Source: an optimization exercise on an open RTL-to-GDS flow (aim: small area, a short achievable clock period and few clock cycles per item). Production flows keep margins and buffers that such runs may drop. In this exercise RTL edits were held to simulation tests only and were not proved equivalent to the original.

==> module aesEncryptCore, before the edit <==
module aesEncryptCore (
  input  logic    clk,
  input  logic    arstN,
  input  logic    validIn,
  input  aesPkg::aesBlock key,
  input  aesPkg::aesBlock data,
  output aesPkg::aesBlock dataOut,
  output aesPkg::aesBlock keyOut,
  output logic    validOut,
  output logic    busy
);
  aesPkg::aesBlock stateA;
  aesPkg::aesBlock keyA;
  logic [7:0]      rconA;
  logic            actA;
  aesPkg::aesBlock subbedB;
  aesPkg::aesBlock keyB;
  aesPkg::aesWord  subWordB;
  logic [7:0]      rconB;
  logic            actB;
  logic            load;
  logic            mixEn;
  logic            actANext;
  logic            finANext;
  aesPkg::aesBlock subbed;
  aesPkg::aesWord  subWord;
  aesPkg::aesBlock shifted;
  aesPkg::aesBlock mixTerm;
  aesPkg::aesBlock keyNext;
  aesPkg::aesBlock keyD;
  aesPkg::aesBlock stateD;
  roundControl i_roundControl (
    .validIn  (validIn),
    .actB     (actB),
    .rconB    (rconB),
    .load     (load),
    .mixEn    (mixEn),
    .actANext (actANext),
    .finANext (finANext)
  );
  subBytes i_subBytes (
    .state  (stateA),
    .subbed (subbed)
  );
  keySubWord i_keySubWord (
    .keyQ    (keyA),
    .subWord (subWord)
  );
  keyExpand i_keyExpand (
    .keyQ    (keyB),
    .subWord (subWordB),
    .rcon    (rconB),
    .keyNext (keyNext)
  );
  roundDatapath i_roundDatapath (
    .subbed  (subbedB),
    .mixEn   (mixEn),
    .shifted (shifted),
    .mixTerm (mixTerm)
  );
  for (genvar k = 0; k < 128; k++) begin : gLoad
    logic mixed;
    logic picked;
    gAo   i_key  (.a1(load), .a2(key.flat[k]), .b1(actB), .b2(keyNext.flat[k]), .y(keyD.flat[k]));
    gXor  i_mix  (.a(shifted.flat[k]), .b(mixTerm.flat[k]), .y(mixed));
    gAo   i_pick (.a1(load), .a2(data.flat[k]), .b1(actB), .b2(mixed), .y(picked));
    gXor  i_ark  (.a(picked), .b(keyD.flat[k]), .y(stateD.flat[k]));
  end
  always_ff @(posedge clk or negedge arstN) begin
    if (!arstN) begin
      actA     <= 1'b0;
      actB     <= 1'b0;
      validOut <= 1'b0;
    end else begin
      actA     <= actANext;
      actB     <= actA;
      validOut <= finANext;
    end
  end
  always_ff @(posedge clk) begin
    rconA    <= load ? 8'(8'h01) : aesPkg::xtime(rconB);
    keyA     <= keyD;
    stateA   <= stateD;
    rconB    <= rconA;
    keyB     <= keyA;
    subWordB <= subWord;
    subbedB  <= subbed;
  end
  assign busy    = actB;
  assign dataOut = stateA;
  assign keyOut  = keyA;
endmodule
==> flow/config.mk <==
export PLATFORM = sky130hd
export DESIGN_NAME = aesEncryptCore
export DESIGN_NICKNAME = aesEncryptCore
export VERILOG_FILES = /design/flow/design.v
export SDC_FILE = /design/flow/constraint.sdc
export NUM_CORES = 4
export LEC_CHECK = 0
export CAP_MARGIN = 20
export CELL_PAD_IN_SITES_DETAIL_PLACEMENT = 0
export CELL_PAD_IN_SITES_GLOBAL_PLACEMENT = 0
export CORE_MARGIN = 2
export CORE_UTILIZATION = 65
export PLACE_DENSITY = 0.8
export SLEW_MARGIN = 20
export SYNTH_HIERARCHICAL = 1
==> flow/constraint.sdc <==
create_clock -name core_clock -period 20.0 [get_ports {clk}]
set_input_delay 4.0000 -clock core_clock [delete_from_list [all_inputs] [get_ports {clk}]]
set_output_delay 4.0000 -clock core_clock [all_outputs]
set_load 0.01 [all_outputs]
standard.sh (not shown) runs the stock make flow with config.mk's settings and CLKGATE_MAP_FILE= SYNTH_SCRIPT=/design/flow/synth_recipe.tcl, a recipe that flattens the netlist after the stock synthesis.
==> flow/flow/run.sh <==
#!/bin/bash
# The standard layout, except that the port buffers are the smallest
# plain buffer (buf_1) instead of the delay buffer buffer_ports picks by
# default. Every port still gets its own buffer; the SDC, the clock period
# and every other step are the standard ones.
set -euo pipefail
bash standard.sh synth > synth.log 2>&1
bash standard.sh "BUFFER_PORTS_ARGS=-buffer_cell sky130_fd_sc_hd__buf_1" finish > layout.log 2>&1
Testbench counts at the start, summed over its fixed seeds: cycles 5,640, blocks 512.
Rerun with:
--- a/flow/design.v
+++ b/flow/design.v
@@ -313,4 +313,6 @@
   logic [7:0]      rconB;
   logic            actB;
+  logic            loadB;
+  logic            stepB;
   logic            load;
   logic            mixEn;
@@ -356,9 +358,17 @@
     logic mixed;
     logic picked;
-    gAo   i_key  (.a1(load), .a2(key.flat[k]), .b1(actB), .b2(keyNext.flat[k]), .y(keyD.flat[k]));
+    gAo   i_key  (.a1(loadB), .a2(key.flat[k]), .b1(stepB), .b2(keyNext.flat[k]), .y(keyD.flat[k]));
     gXor  i_mix  (.a(shifted.flat[k]), .b(mixTerm.flat[k]), .y(mixed));
-    gAo   i_pick (.a1(load), .a2(data.flat[k]), .b1(actB), .b2(mixed), .y(picked));
+    gAo   i_pick (.a1(loadB), .a2(data.flat[k]), .b1(stepB), .b2(mixed), .y(picked));
     gXor  i_ark  (.a(picked), .b(keyD.flat[k]), .y(stateD.flat[k]));
   end
+  assign stepB = !loadB;
+  always_ff @(posedge clk or negedge arstN) begin
+    if (!arstN) begin
+      loadB <= 1'b1;
+    end else begin
+      loadB <= !actA;
+    end
+  end
   always_ff @(posedge clk or negedge arstN) begin
     if (!arstN) begin
=> The changed run finished with timing, DRC and antenna clean. Core utilization rises by 0.20 points. Count of clock-buffer cells in the layout shrinks by 7. Setup slack got worse by 0.029 ns. Final area barely changes. Final cell count hardly moves. Hold slack improves by 0.0047 ns.
Testbench counts after the change, summed over its fixed seeds: cycles 5,640, blocks 512.

## port drivers added, routing unchanged
No port has a modelled driver above. Below, the same layouts with a new extraction and two added sets of constraints. Step 1: set_driving_cell puts a clkbuf_16 on clk and a buf_2 on each other input, an assumption about the parent block. Step 2 moves the port delays by t, midway between the first and last clock arrival at a register: inputs arrive t later, outputs are due t later. That takes back most of the time a late clock gives input paths. Slacks: ideal / step 1 / step 2; pairs: ideal / step 1.
| run | t (ns) | slack for setup (ns) | latest minus earliest clock arrival (ns) | worst data-port slew with drivers (ns) |
|---|---|---|---|---|
| the first run | 0.693 | 14.203 / 14.140 / 14.642 | 0.026 / 0.027 | 0.10 |
| the second run | 0.700 | 14.175 / 14.110 / 14.783 | 0.029 / 0.029 | 0.10 |
After both steps every run listed still meets setup and hold.
